This is an optimization exercise on Yosys and OpenROAD, whose aim is a short achievable clock period and few clock cycles per item, not a production implementation. At most, simulation tests tie the RTL to the original design; equivalence was not proved.

==> run G: inputs <==
==> flow/design.v <==
module ascon_permutation #(
    parameter int unsigned MAX_ROUNDS = 12
) (
    input  logic         clk,
    input  logic         rst_n,
    input  logic         start,
    input  logic [3:0]   num_rounds,
    input  logic [319:0] state_in,
    output logic [319:0] state_out,
    output logic         busy,
    output logic         done
);
    localparam int unsigned KI = 3;
    localparam int unsigned KR = 3;
    localparam int unsigned KO = 2;
    localparam logic [3:0] MaxRounds = 4'(MAX_ROUNDS);
    logic [319:0] state_q, state_d;
    logic [3:0]   round_q, round_d;
    logic [3:0]   rem_q, rem_d;
    logic         busy_q, busy_d;
    logic         done_q, done_d;
    logic         omode_q, omode_d;
    logic [3:0]   n_eff;
    logic [3:0]   r_first;
    logic [3:0]   n_first;
    logic [3:0]   n_last;
    logic [3:0]   n_mid;
    logic [3:0]   n_step;
    logic         accept;
    function automatic logic [63:0] ror64(input logic [63:0] v, input int unsigned n);
        ror64 = (v >> n) | (v << (64 - n));
    endfunction
    function automatic logic [319:0] ascon_round(input logic [319:0] s, input logic [3:0] r);
        logic [63:0] x0, x1, x2, x3, x4;
        logic [63:0] t0, t1, t2, t3, t4;
        logic [7:0]  c;
        x0 = s[319:256];
        x1 = s[255:192];
        x2 = s[191:128];
        x3 = s[127:64];
        x4 = s[63:0];
        c  = {4'hF - r, r};
        x2[7:0] = x2[7:0] ^ c;
        x0 = x0 ^ x4;
        x4 = x4 ^ x3;
        x2 = x2 ^ x1;
        t0 = ~x0 & x1;
        t1 = ~x1 & x2;
        t2 = ~x2 & x3;
        t3 = ~x3 & x4;
        t4 = ~x4 & x0;
        x0 = x0 ^ t1;
        x1 = x1 ^ t2;
        x2 = x2 ^ t3;
        x3 = x3 ^ t4;
        x4 = x4 ^ t0;
        x1 = x1 ^ x0;
        x0 = x0 ^ x4;
        x3 = x3 ^ x2;
        x2 = ~x2;
        x0 = x0 ^ ror64(x0, 19) ^ ror64(x0, 28);
        x1 = x1 ^ ror64(x1, 61) ^ ror64(x1, 39);
        x2 = x2 ^ ror64(x2, 1)  ^ ror64(x2, 6);
        x3 = x3 ^ ror64(x3, 10) ^ ror64(x3, 17);
        x4 = x4 ^ ror64(x4, 7)  ^ ror64(x4, 41);
        ascon_round = {x0, x1, x2, x3, x4};
    endfunction
    assign n_eff   = (num_rounds > MaxRounds) ? MaxRounds : num_rounds;
    assign r_first = MaxRounds - n_eff;
    assign n_last  = (n_eff > 4'(KI)) ? 4'(KO) : 4'd0;
    assign n_first = (n_eff - n_last > 4'(KI)) ? 4'(KI) : n_eff - n_last;
    assign n_mid   = n_eff - n_last - n_first;
    assign accept  = start && !busy_q;
    logic [319:0] in_tap [KI+1];
    always_comb begin
        in_tap[0] = state_in;
        for (int k = 1; k <= KI; k++)
            in_tap[k] = ascon_round(in_tap[k-1], r_first + 4'(k - 1));
    end
    logic [319:0] reg_tap [KR+1];
    always_comb begin
        reg_tap[0] = state_q;
        for (int k = 1; k <= KR; k++)
            reg_tap[k] = ascon_round(reg_tap[k-1], round_q + 4'(k - 1));
    end
    assign n_step = (rem_q > 4'(KR)) ? 4'(KR) : rem_q;
    logic [319:0] out_tap [KO+1];
    always_comb begin
        out_tap[0] = state_q;
        for (int k = 1; k <= KO; k++)
            out_tap[k] = ascon_round(out_tap[k-1], MaxRounds - 4'(KO) + 4'(k - 1));
    end
    always_ff @(posedge clk or negedge rst_n) begin
        if (!rst_n) begin
            busy_q <= 1'b0;
            done_q <= 1'b0;
        end else begin
            busy_q <= busy_d;
            done_q <= done_d;
        end
    end
    always_ff @(posedge clk) begin
        state_q <= state_d;
        round_q <= round_d;
        rem_q   <= rem_d;
        omode_q <= omode_d;
    end
    always_comb begin
        state_d = state_q;
        round_d = round_q;
        rem_d   = rem_q;
        omode_d = omode_q;
        busy_d  = 1'b0;
        done_d  = 1'b0;
        if (accept) begin
            state_d = in_tap[n_first];
            round_d = r_first + n_first;
            rem_d   = n_mid;
            omode_d = (n_last != 4'd0);
            busy_d  = (n_mid != 4'd0);
            done_d  = (n_mid == 4'd0);
        end else if (busy_q) begin
            state_d = reg_tap[n_step];
            round_d = round_q + n_step;
            rem_d   = rem_q - n_step;
            busy_d  = (rem_q > 4'(KR));
            done_d  = (rem_q <= 4'(KR));
        end
    end
    assign state_out = omode_q ? out_tap[KO] : state_q;
    assign busy      = busy_q;
    assign done      = done_q;
endmodule
==> flow/run.sh <==
#!/bin/bash
# synth_recipe.tcl (not shown) runs the flow's synth.tcl, then flattens the netlist and writes it again
# the make line also repeats each setting of config.mk as NAME=value (left out here)
make -C /OpenROAD-flow-scripts/flow DESIGN_CONFIG=/design/flow/config.mk WORK_HOME=/design/flow/orfs CLKGATE_MAP_FILE= SYNTH_SCRIPT=/design/flow/synth_recipe.tcl finish
==> flow/config.mk <==
export PLATFORM = sky130hd
export DESIGN_NAME = ascon_permutation
export DESIGN_NICKNAME = ascon_permutation
export VERILOG_FILES = /design/flow/design.v
export SDC_FILE = /design/flow/constraint.sdc
export NUM_CORES = 4
export LEC_CHECK = 0
export CAP_MARGIN = 20
export CORE_MARGIN = 2
export CORE_UTILIZATION = 40
export SLEW_MARGIN = 20
==> flow/constraint.sdc <==
create_clock -name core_clock -period 5.5 [get_ports {clk}]
set_input_delay 1.1000 -clock core_clock [delete_from_list [all_inputs] [get_ports {clk}]]
set_output_delay 1.1000 -clock core_clock [all_outputs]
set_load 0.01 [all_outputs]
==> run F: changes against run G <==
==> flow/design.v, changed modules only <==
module ascon_permutation #(
    parameter int unsigned MAX_ROUNDS = 12
) (
    input  logic         clk,
    input  logic         rst_n,
    input  logic         start,
    input  logic [3:0]   num_rounds,
    input  logic [319:0] state_in,
    output logic [319:0] state_out,
    output logic         busy,
    output logic         done
);
    localparam int unsigned K  = 2;
    localparam int unsigned KO = 1;
    localparam int unsigned NB = 20;
    localparam int unsigned BW = 320 / NB;
    localparam logic [3:0] MaxRounds = 4'(MAX_ROUNDS);
    logic [319:0] state_q, state_d;
    logic [3:0]   round_q, round_d;
    logic [3:0]   rem_q, rem_d;
    logic         busy_q, busy_d;
    logic         done_q, done_d;
    logic         omode_q, omode_d;
    logic [NB-1:0] bsel_q, bsel_d;
    logic [3:0]   n_eff;
    logic [3:0]   r_first;
    logic [3:0]   n_first;
    logic [3:0]   n_last;
    logic [3:0]   n_mid;
    logic [3:0]   n_step;
    logic         accept;
    function automatic logic [63:0] ror64(input logic [63:0] v, input int unsigned n);
        ror64 = (v >> n) | (v << (64 - n));
    endfunction
    function automatic logic [319:0] ascon_round(input logic [319:0] s, input logic [3:0] r);
        logic [63:0] x0, x1, x2, x3, x4;
        logic [63:0] t0, t1, t2, t3, t4;
        logic [7:0]  c;
        x0 = s[319:256];
        x1 = s[255:192];
        x2 = s[191:128];
        x3 = s[127:64];
        x4 = s[63:0];
        c  = {4'hF - r, r};
        x2[7:0] = x2[7:0] ^ c;
        x0 = x0 ^ x4;
        x4 = x4 ^ x3;
        x2 = x2 ^ x1;
        t0 = ~x0 & x1;
        t1 = ~x1 & x2;
        t2 = ~x2 & x3;
        t3 = ~x3 & x4;
        t4 = ~x4 & x0;
        x0 = x0 ^ t1;
        x1 = x1 ^ t2;
        x2 = x2 ^ t3;
        x3 = x3 ^ t4;
        x4 = x4 ^ t0;
        x1 = x1 ^ x0;
        x0 = x0 ^ x4;
        x3 = x3 ^ x2;
        x2 = ~x2;
        x0 = x0 ^ ror64(x0, 19) ^ ror64(x0, 28);
        x1 = x1 ^ ror64(x1, 61) ^ ror64(x1, 39);
        x2 = x2 ^ ror64(x2, 1)  ^ ror64(x2, 6);
        x3 = x3 ^ ror64(x3, 10) ^ ror64(x3, 17);
        x4 = x4 ^ ror64(x4, 7)  ^ ror64(x4, 41);
        ascon_round = {x0, x1, x2, x3, x4};
    endfunction
    assign n_eff   = (num_rounds > MaxRounds) ? MaxRounds : num_rounds;
    assign r_first = MaxRounds - n_eff;
    assign n_last  = (n_eff > 4'(K)) ? 4'(KO) : 4'd0;
    assign n_first = (n_eff - n_last > 4'(K)) ? 4'(K) : n_eff - n_last;
    assign n_mid   = n_eff - n_last - n_first;
    assign accept  = start && !busy_q;
    assign n_step  = (rem_q > 4'(K)) ? 4'(K) : rem_q;
    logic [319:0] ch_tap [K+1];
    logic [3:0]   ch_round;
    logic [3:0]   ch_n;
    logic [319:0] ch_out;
    assign ch_round = busy_q ? round_q : r_first;
    assign ch_n     = busy_q ? n_step : n_first;
    always_comb begin
        for (int j = 0; j < NB; j++)
            ch_tap[0][j*BW +: BW] = bsel_q[j] ? state_q[j*BW +: BW] : state_in[j*BW +: BW];
        for (int k = 1; k <= K; k++)
            ch_tap[k] = ascon_round(ch_tap[k-1], ch_round + 4'(k - 1));
        ch_out = ch_tap[0];
        for (int k = 1; k < K; k++)
            if (ch_n == 4'(k)) ch_out = ch_tap[k];
        if (ch_n >= 4'(K)) ch_out = ch_tap[K];
    end
    logic [319:0] out_tap [KO+1];
    always_comb begin
        out_tap[0] = state_q;
        for (int k = 1; k <= KO; k++)
            out_tap[k] = ascon_round(out_tap[k-1], MaxRounds - 4'(KO) + 4'(k - 1));
    end
    always_ff @(posedge clk or negedge rst_n) begin
        if (!rst_n) begin
            busy_q <= 1'b0;
            done_q <= 1'b0;
            bsel_q <= '0;
        end else begin
            busy_q <= busy_d;
            done_q <= done_d;
            bsel_q <= bsel_d;
        end
    end
    always_comb begin
        for (int j = 0; j < NB; j++) begin
            if (start && !bsel_q[j])
                bsel_d[j] = (n_mid != 4'd0);
            else
                bsel_d[j] = bsel_q[j] && (rem_q > 4'(K));
        end
    end
    always_ff @(posedge clk) begin
        state_q <= state_d;
        round_q <= round_d;
        rem_q   <= rem_d;
        omode_q <= omode_d;
    end
    always_comb begin
        state_d = state_q;
        round_d = round_q;
        rem_d   = rem_q;
        omode_d = omode_q;
        busy_d  = 1'b0;
        done_d  = 1'b0;
        if (accept) begin
            state_d = ch_out;
            round_d = r_first + n_first;
            rem_d   = n_mid;
            omode_d = (n_last != 4'd0);
            busy_d  = (n_mid != 4'd0);
            done_d  = (n_mid == 4'd0);
        end else if (busy_q) begin
            state_d = ch_out;
            round_d = round_q + n_step;
            rem_d   = rem_q - n_step;
            busy_d  = (rem_q > 4'(K));
            done_d  = (rem_q <= 4'(K));
        end
    end
    assign state_out = omode_q ? out_tap[KO] : state_q;
    assign busy      = busy_q;
    assign done      = done_q;
endmodule
==> flow/flow/run.sh (new file) <==
#!/bin/bash
# Layout flow: the standard layout (standard.sh) with two changes:
#  * Yosys's half/full adder extraction is off (ADDER_MAP_FILE empty): the
#    design has no arithmetic, and extracted half adders only slow the
#    XOR/AND logic of the rounds. Registers are as in the standard synthesis.
#  * every input and output port still gets its buffer, but a plain buf_4
#    rather than the slow delay cell the default choice lands on.
set -uo pipefail
export ADDER_MAP_FILE=
export BUFFER_PORTS_ARGS="-buffer_cell sky130_fd_sc_hd__buf_4"
bash standard.sh finish > standard_flow.log 2>&1
status=$?
tail -n 40 standard_flow.log
exit $status
==> flow/standard.sh (new file) <==
#!/bin/bash
# synth_recipe.tcl (not shown) runs the flow's synth.tcl, then flattens the netlist and writes it again
# the make line also repeats each setting of config.mk as NAME=value (left out here)
make -C /OpenROAD-flow-scripts/flow DESIGN_CONFIG=/design/flow/config.mk WORK_HOME=/design/flow/orfs CLKGATE_MAP_FILE= SYNTH_SCRIPT=/design/flow/synth_recipe.tcl "${@:-finish}"
- CORE_UTILIZATION: 40 -> 30
removed: flow/run.sh
==> run P: changes against run G <==
==> flow/design.v, changed modules only <==
module ascon_permutation #(
    parameter int unsigned MAX_ROUNDS = 12
) (
    input  logic         clk,
    input  logic         rst_n,
    input  logic         start,
    input  logic [3:0]   num_rounds,
    input  logic [319:0] state_in,
    output logic [319:0] state_out,
    output logic         busy,
    output logic         done
);
    localparam int unsigned KI = 2;
    localparam int unsigned KR = 3;
    localparam int unsigned KO = 1;
    localparam logic [3:0] MaxRounds = 4'(MAX_ROUNDS);
    logic [319:0] state_q, state_d;
    logic [3:0]   round_q, round_d;
    logic [3:0]   rem_q, rem_d;
    logic         busy_q, busy_d;
    logic         done_q, done_d;
    logic         omode_q, omode_d;
    logic [3:0]   n_eff;
    logic [3:0]   r_first;
    logic [3:0]   n_first;
    logic [3:0]   n_last;
    logic [3:0]   n_mid;
    logic [3:0]   n_step;
    logic         accept;
    function automatic logic [63:0] ror64(input logic [63:0] v, input int unsigned n);
        ror64 = (v >> n) | (v << (64 - n));
    endfunction
    function automatic logic [319:0] ascon_round(input logic [319:0] s, input logic [3:0] r);
        logic [63:0] x0, x1, x2, x3, x4;
        logic [63:0] t0, t1, t2, t3, t4;
        logic [63:0] c;
        logic [63:0] i1, i3;
        c  = {56'd0, 4'hF - r, r};
        x0 = s[319:256];
        x1 = s[255:192];
        x2 = s[191:128];
        x3 = s[127:64];
        x4 = s[63:0];
        i1 = x1;
        i3 = x3;
        x0 = x0 ^ x4;
        x4 = x4 ^ x3;
        x2 = x2 ^ x1;
        t0 = ~x0 & x1;
        t1 = ~x1 & x2;
        t2 = ~x2 & x3;
        t3 = ~x3 & x4;
        t4 = ~x4 & x0;
        x0 = x0 ^ t1;
        x1 = x1 ^ t2;
        x2 = x2 ^ t3;
        x3 = x3 ^ t4;
        x4 = x4 ^ t0;
        x1 = x1 ^ x0;
        x0 = x0 ^ x4;
        x3 = x3 ^ x2;
        x2 = ~x2;
        x0 = x0 ^ (c & ~i1);
        x1 = x1 ^ (c & ~(i1 ^ i3));
        x2 = x2 ^ c;
        x3 = x3 ^ c;
        x0 = x0 ^ ror64(x0, 19) ^ ror64(x0, 28);
        x1 = x1 ^ ror64(x1, 61) ^ ror64(x1, 39);
        x2 = x2 ^ ror64(x2, 1)  ^ ror64(x2, 6);
        x3 = x3 ^ ror64(x3, 10) ^ ror64(x3, 17);
        x4 = x4 ^ ror64(x4, 7)  ^ ror64(x4, 41);
        ascon_round = {x0, x1, x2, x3, x4};
    endfunction
    assign n_eff   = (num_rounds > MaxRounds) ? MaxRounds : num_rounds;
    assign r_first = MaxRounds - n_eff;
    assign n_last  = (n_eff > 4'(KI)) ? 4'(KO) : 4'd0;
    assign n_first = (n_eff > 4'(KI)) ? 4'((n_eff - n_last) % KR) : n_eff;
    assign n_mid   = n_eff - n_last - n_first;
    assign accept  = start && !busy_q;
    logic [319:0] in_tap [KI+1];
    always_comb begin
        in_tap[0] = state_in;
        for (int k = 1; k <= KI; k++)
            in_tap[k] = ascon_round(in_tap[k-1], r_first + 4'(k - 1));
    end
    logic [319:0] in_out, reg_out;
    always_comb begin
        in_out = in_tap[0];
        for (int k = 1; k < KI; k++)
            if (n_first == 4'(k)) in_out = in_tap[k];
        if (n_first >= 4'(KI)) in_out = in_tap[KI];
        reg_out = reg_tap[KR];
    end
    logic [319:0] reg_tap [KR+1];
    always_comb begin
        reg_tap[0] = state_q;
        for (int k = 1; k <= KR; k++)
            reg_tap[k] = ascon_round(reg_tap[k-1], round_q + 4'(k - 1));
    end
    assign n_step = 4'(KR);
    logic [319:0] out_tap [KO+1];
    always_comb begin
        out_tap[0] = state_q;
        for (int k = 1; k <= KO; k++)
            out_tap[k] = ascon_round(out_tap[k-1], MaxRounds - 4'(KO) + 4'(k - 1));
    end
    always_ff @(posedge clk or negedge rst_n) begin
        if (!rst_n) begin
            busy_q <= 1'b0;
            done_q <= 1'b0;
        end else begin
            busy_q <= busy_d;
            done_q <= done_d;
        end
    end
    always_ff @(posedge clk) begin
        state_q <= state_d;
        round_q <= round_d;
        rem_q   <= rem_d;
        omode_q <= omode_d;
    end
    always_comb begin
        state_d = state_q;
        round_d = round_q;
        rem_d   = rem_q;
        omode_d = omode_q;
        busy_d  = 1'b0;
        done_d  = 1'b0;
        if (accept) begin
            state_d = in_out;
            round_d = r_first + n_first;
            rem_d   = n_mid;
            omode_d = (n_last != 4'd0);
            busy_d  = (n_mid != 4'd0);
            done_d  = (n_mid == 4'd0);
        end else if (busy_q) begin
            state_d = reg_out;
            round_d = round_q + n_step;
            rem_d   = rem_q - n_step;
            busy_d  = (rem_q > 4'(KR));
            done_d  = (rem_q <= 4'(KR));
        end
    end
    assign state_out = omode_q ? out_tap[KO] : state_q;
    assign busy      = busy_q;
    assign done      = done_q;
endmodule
==> flow/flow/run.sh (new file) <==
#!/bin/bash
# Layout flow: the standard layout (standard.sh) with two changes:
#  * Yosys's half/full adder extraction is off (ADDER_MAP_FILE empty): the
#    design has no arithmetic, and extracted half adders only slow the
#    XOR/AND logic of the rounds. Registers are as in the standard synthesis.
#  * every input and output port still gets its buffer, but a plain buf_4
#    rather than the slow delay cell the default choice lands on.
set -uo pipefail
export ADDER_MAP_FILE=
export BUFFER_PORTS_ARGS="-buffer_cell sky130_fd_sc_hd__buf_4"
bash standard.sh finish > standard_flow.log 2>&1
status=$?
tail -n 40 standard_flow.log
exit $status
==> flow/standard.sh (new file) <==
#!/bin/bash
# synth_recipe.tcl (not shown) runs the flow's synth.tcl, then flattens the netlist and writes it again
# the make line also repeats each setting of config.mk as NAME=value (left out here)
make -C /OpenROAD-flow-scripts/flow DESIGN_CONFIG=/design/flow/config.mk WORK_HOME=/design/flow/orfs CLKGATE_MAP_FILE= SYNTH_SCRIPT=/design/flow/synth_recipe.tcl "${@:-finish}"
- CORE_UTILIZATION: 40 -> 25
- SETUP_SLACK_MARGIN: unset -> 0.5
removed: flow/run.sh
==> run Z: changes against run G <==
==> flow/design.v, changed modules only <==
module ascon_permutation #(
    parameter int unsigned MAX_ROUNDS = 12
) (
    input  logic         clk,
    input  logic         rst_n,
    input  logic         start,
    input  logic [3:0]   num_rounds,
    input  logic [319:0] state_in,
    output logic [319:0] state_out,
    output logic         busy,
    output logic         done
);
    localparam int unsigned KI = 2;
    localparam int unsigned KR = 3;
    localparam int unsigned KO = 1;
    localparam logic [3:0] MaxRounds = 4'(MAX_ROUNDS);
    logic [319:0] state_q, state_d;
    logic [3:0]   round_q, round_d;
    logic [3:0]   rem_q, rem_d;
    logic         busy_q, busy_d;
    logic         done_q, done_d;
    logic         omode_q, omode_d;
    logic [3:0]   n_eff;
    logic [3:0]   r_first;
    logic [3:0]   n_first;
    logic [3:0]   n_last;
    logic [3:0]   n_mid;
    logic [3:0]   n_step;
    logic         accept;
    function automatic logic [63:0] ror64(input logic [63:0] v, input int unsigned n);
        ror64 = (v >> n) | (v << (64 - n));
    endfunction
    function automatic logic [319:0] ascon_round(input logic [319:0] s, input logic [3:0] r);
        logic [63:0] x0, x1, x2, x3, x4;
        logic [63:0] t0, t1, t2, t3, t4;
        logic [63:0] c;
        logic [63:0] i1, i3;
        c  = {56'd0, 4'hF - r, r};
        x0 = s[319:256];
        x1 = s[255:192];
        x2 = s[191:128];
        x3 = s[127:64];
        x4 = s[63:0];
        i1 = x1;
        i3 = x3;
        x0 = x0 ^ x4;
        x4 = x4 ^ x3;
        x2 = x2 ^ x1;
        t0 = ~x0 & x1;
        t1 = ~x1 & x2;
        t2 = ~x2 & x3;
        t3 = ~x3 & x4;
        t4 = ~x4 & x0;
        x0 = x0 ^ t1;
        x1 = x1 ^ t2;
        x2 = x2 ^ t3;
        x3 = x3 ^ t4;
        x4 = x4 ^ t0;
        x1 = x1 ^ x0;
        x0 = x0 ^ x4;
        x3 = x3 ^ x2;
        x2 = ~x2;
        x0 = x0 ^ (c & ~i1);
        x1 = x1 ^ (c & ~(i1 ^ i3));
        x2 = x2 ^ c;
        x3 = x3 ^ c;
        x0 = x0 ^ ror64(x0, 19) ^ ror64(x0, 28);
        x1 = x1 ^ ror64(x1, 61) ^ ror64(x1, 39);
        x2 = x2 ^ ror64(x2, 1)  ^ ror64(x2, 6);
        x3 = x3 ^ ror64(x3, 10) ^ ror64(x3, 17);
        x4 = x4 ^ ror64(x4, 7)  ^ ror64(x4, 41);
        ascon_round = {x0, x1, x2, x3, x4};
    endfunction
    assign n_eff   = (num_rounds > MaxRounds) ? MaxRounds : num_rounds;
    assign r_first = MaxRounds - n_eff;
    assign n_last  = (n_eff > 4'(KI)) ? 4'(KO) : 4'd0;
    assign n_first = (n_eff > 4'(KI)) ? 4'((n_eff - n_last) % KR) : n_eff;
    assign n_mid   = n_eff - n_last - n_first;
    assign accept  = start && !busy_q;
    logic [319:0] in_tap [KI+1];
    always_comb begin
        in_tap[0] = state_in;
        for (int k = 1; k <= KI; k++)
            in_tap[k] = ascon_round(in_tap[k-1], r_first + 4'(k - 1));
    end
    logic [319:0] in_out, reg_out;
    always_comb begin
        in_out = in_tap[0];
        for (int k = 1; k < KI; k++)
            if (n_first == 4'(k)) in_out = in_tap[k];
        if (n_first >= 4'(KI)) in_out = in_tap[KI];
        reg_out = reg_tap[KR];
    end
    logic [319:0] reg_tap [KR+1];
    always_comb begin
        reg_tap[0] = state_q;
        for (int k = 1; k <= KR; k++)
            reg_tap[k] = ascon_round(reg_tap[k-1], round_q + 4'(k - 1));
    end
    assign n_step = 4'(KR);
    logic [319:0] out_tap [KO+1];
    always_comb begin
        out_tap[0] = state_q;
        for (int k = 1; k <= KO; k++)
            out_tap[k] = ascon_round(out_tap[k-1], MaxRounds - 4'(KO) + 4'(k - 1));
    end
    always_ff @(posedge clk or negedge rst_n) begin
        if (!rst_n) begin
            busy_q <= 1'b0;
            done_q <= 1'b0;
        end else begin
            busy_q <= busy_d;
            done_q <= done_d;
        end
    end
    always_ff @(posedge clk) begin
        state_q <= state_d;
        round_q <= round_d;
        rem_q   <= rem_d;
        omode_q <= omode_d;
    end
    always_comb begin
        state_d = state_q;
        round_d = round_q;
        rem_d   = rem_q;
        omode_d = omode_q;
        busy_d  = 1'b0;
        done_d  = 1'b0;
        if (accept) begin
            state_d = in_out;
            round_d = r_first + n_first;
            rem_d   = n_mid;
            omode_d = (n_last != 4'd0);
            busy_d  = (n_mid != 4'd0);
            done_d  = (n_mid == 4'd0);
        end else if (busy_q) begin
            state_d = reg_out;
            round_d = round_q + n_step;
            rem_d   = rem_q - n_step;
            busy_d  = (rem_q > 4'(KR));
            done_d  = (rem_q <= 4'(KR));
        end
    end
    assign state_out = omode_q ? out_tap[KO] : state_q;
    assign busy      = busy_q;
    assign done      = done_q;
endmodule
==> flow/flow/run.sh (new file) <==
#!/bin/bash
# Layout flow: the standard layout (standard.sh) with two changes:
#  * Yosys's half/full adder extraction is off (ADDER_MAP_FILE empty): the
#    design has no arithmetic, and extracted half adders only slow the
#    XOR/AND logic of the rounds. Registers are as in the standard synthesis.
#  * every input and output port still gets its buffer, but a plain buf_4
#    rather than the slow delay cell the default choice lands on.
set -uo pipefail
export ADDER_MAP_FILE=
export BUFFER_PORTS_ARGS="-buffer_cell sky130_fd_sc_hd__buf_4"
bash standard.sh finish > standard_flow.log 2>&1
status=$?
tail -n 40 standard_flow.log
exit $status
==> flow/standard.sh (new file) <==
#!/bin/bash
# synth_recipe.tcl (not shown) runs the flow's synth.tcl, then flattens the netlist and writes it again
# the make line also repeats each setting of config.mk as NAME=value (left out here)
make -C /OpenROAD-flow-scripts/flow DESIGN_CONFIG=/design/flow/config.mk WORK_HOME=/design/flow/orfs CLKGATE_MAP_FILE= SYNTH_SCRIPT=/design/flow/synth_recipe.tcl "${@:-finish}"
- CORE_UTILIZATION: 40 -> 30
- PLACE_DENSITY: unset -> 0.6
- SETUP_SLACK_MARGIN: unset -> 0.7
removed: flow/run.sh
==> comparison table <==
                                                                        run P                      run Z                      run G                  run F
Outcome                                              timing/DRC/antenna clean  aborted with a tool error  aborted with a tool error        failed layout checks
Failing step                                                                -                    5_1_grt                    5_1_grt                      -
Reasons for failing layout checks                                           -                          -                          -           setup timing
Die extent in x                                                        636 um                     581 um                     592 um                 485 um
M1 wire length                                                      336000 um                          -                          -              238000 um
Crit path required time                                               5.95 ns                          -                          -                5.95 ns
Maximum achievable frequency                                          185 MHz                          -                          -                179 MHz
RR Startpoint                                          state_q[115]$_DFFE_PP_                          -                          -   bsel_q[14]$_DFF_PN0_
Final design instance area without fill                            159000 um2                          -                          -              95200 um2
Number of non-clock inverters in the layout                                61                          -                          -                     57
End of the worst register-to-register path             state_q[194]$_DFFE_PP_                          -                          -  state_q[43]$_DFFE_PP_
Sequential element share of the synthesized area                       0.0993                     0.0993                     0.0717                  0.150
Ratio of final minimum period to clock period                           0.980                          -                          -                   1.01
Hold violation total from the final report                                  0                          -                          -                      0
Proportion of cell area occupied by multi-input gates                   0.588                          -                          -                  0.608
Testbench counts of run F, summed over its fixed seeds: cycles 14,083, items 3,200.
Testbench counts of run P, summed over its fixed seeds: cycles 9,721, items 3,200.
Testbench counts of run Z, summed over its fixed seeds: cycles 9,721, items 3,200.
No functional check of the RTL was part of run G.

re-timing with driven ports:
No port has a modelled driver above. Below, the same layouts with a new extraction and two added sets of constraints.
Step 1, drivers: a clkbuf_16 drives clk and a buf_2 each remaining input, both assumed.
Step 2 moves the port delays by t, midway between the first and last clock arrival at a register: inputs arrive t later, outputs are due t later. That takes back most of the time a late clock gives input paths.
Slacks: ideal ports / drivers / drivers and shift; pairs: ideal ports / drivers.
run | shift t [ns] | setup slack, ns | worst setup path after step 2 | latest minus earliest clock arrival (ns)
run F | 0.810 | -0.074 / -0.074 / -0.310 | input to register | 0.040 / 0.040
run P | 0.839 | 0.108 / 0.108 / -0.618 | input to register | 0.073 / 0.073
Met with ideal ports but missed after step 2: setup timing in run P. For run P, which loses most, drivers alone change the setup slack by 0.000 ns; drivers and shift together by -0.726 ns.
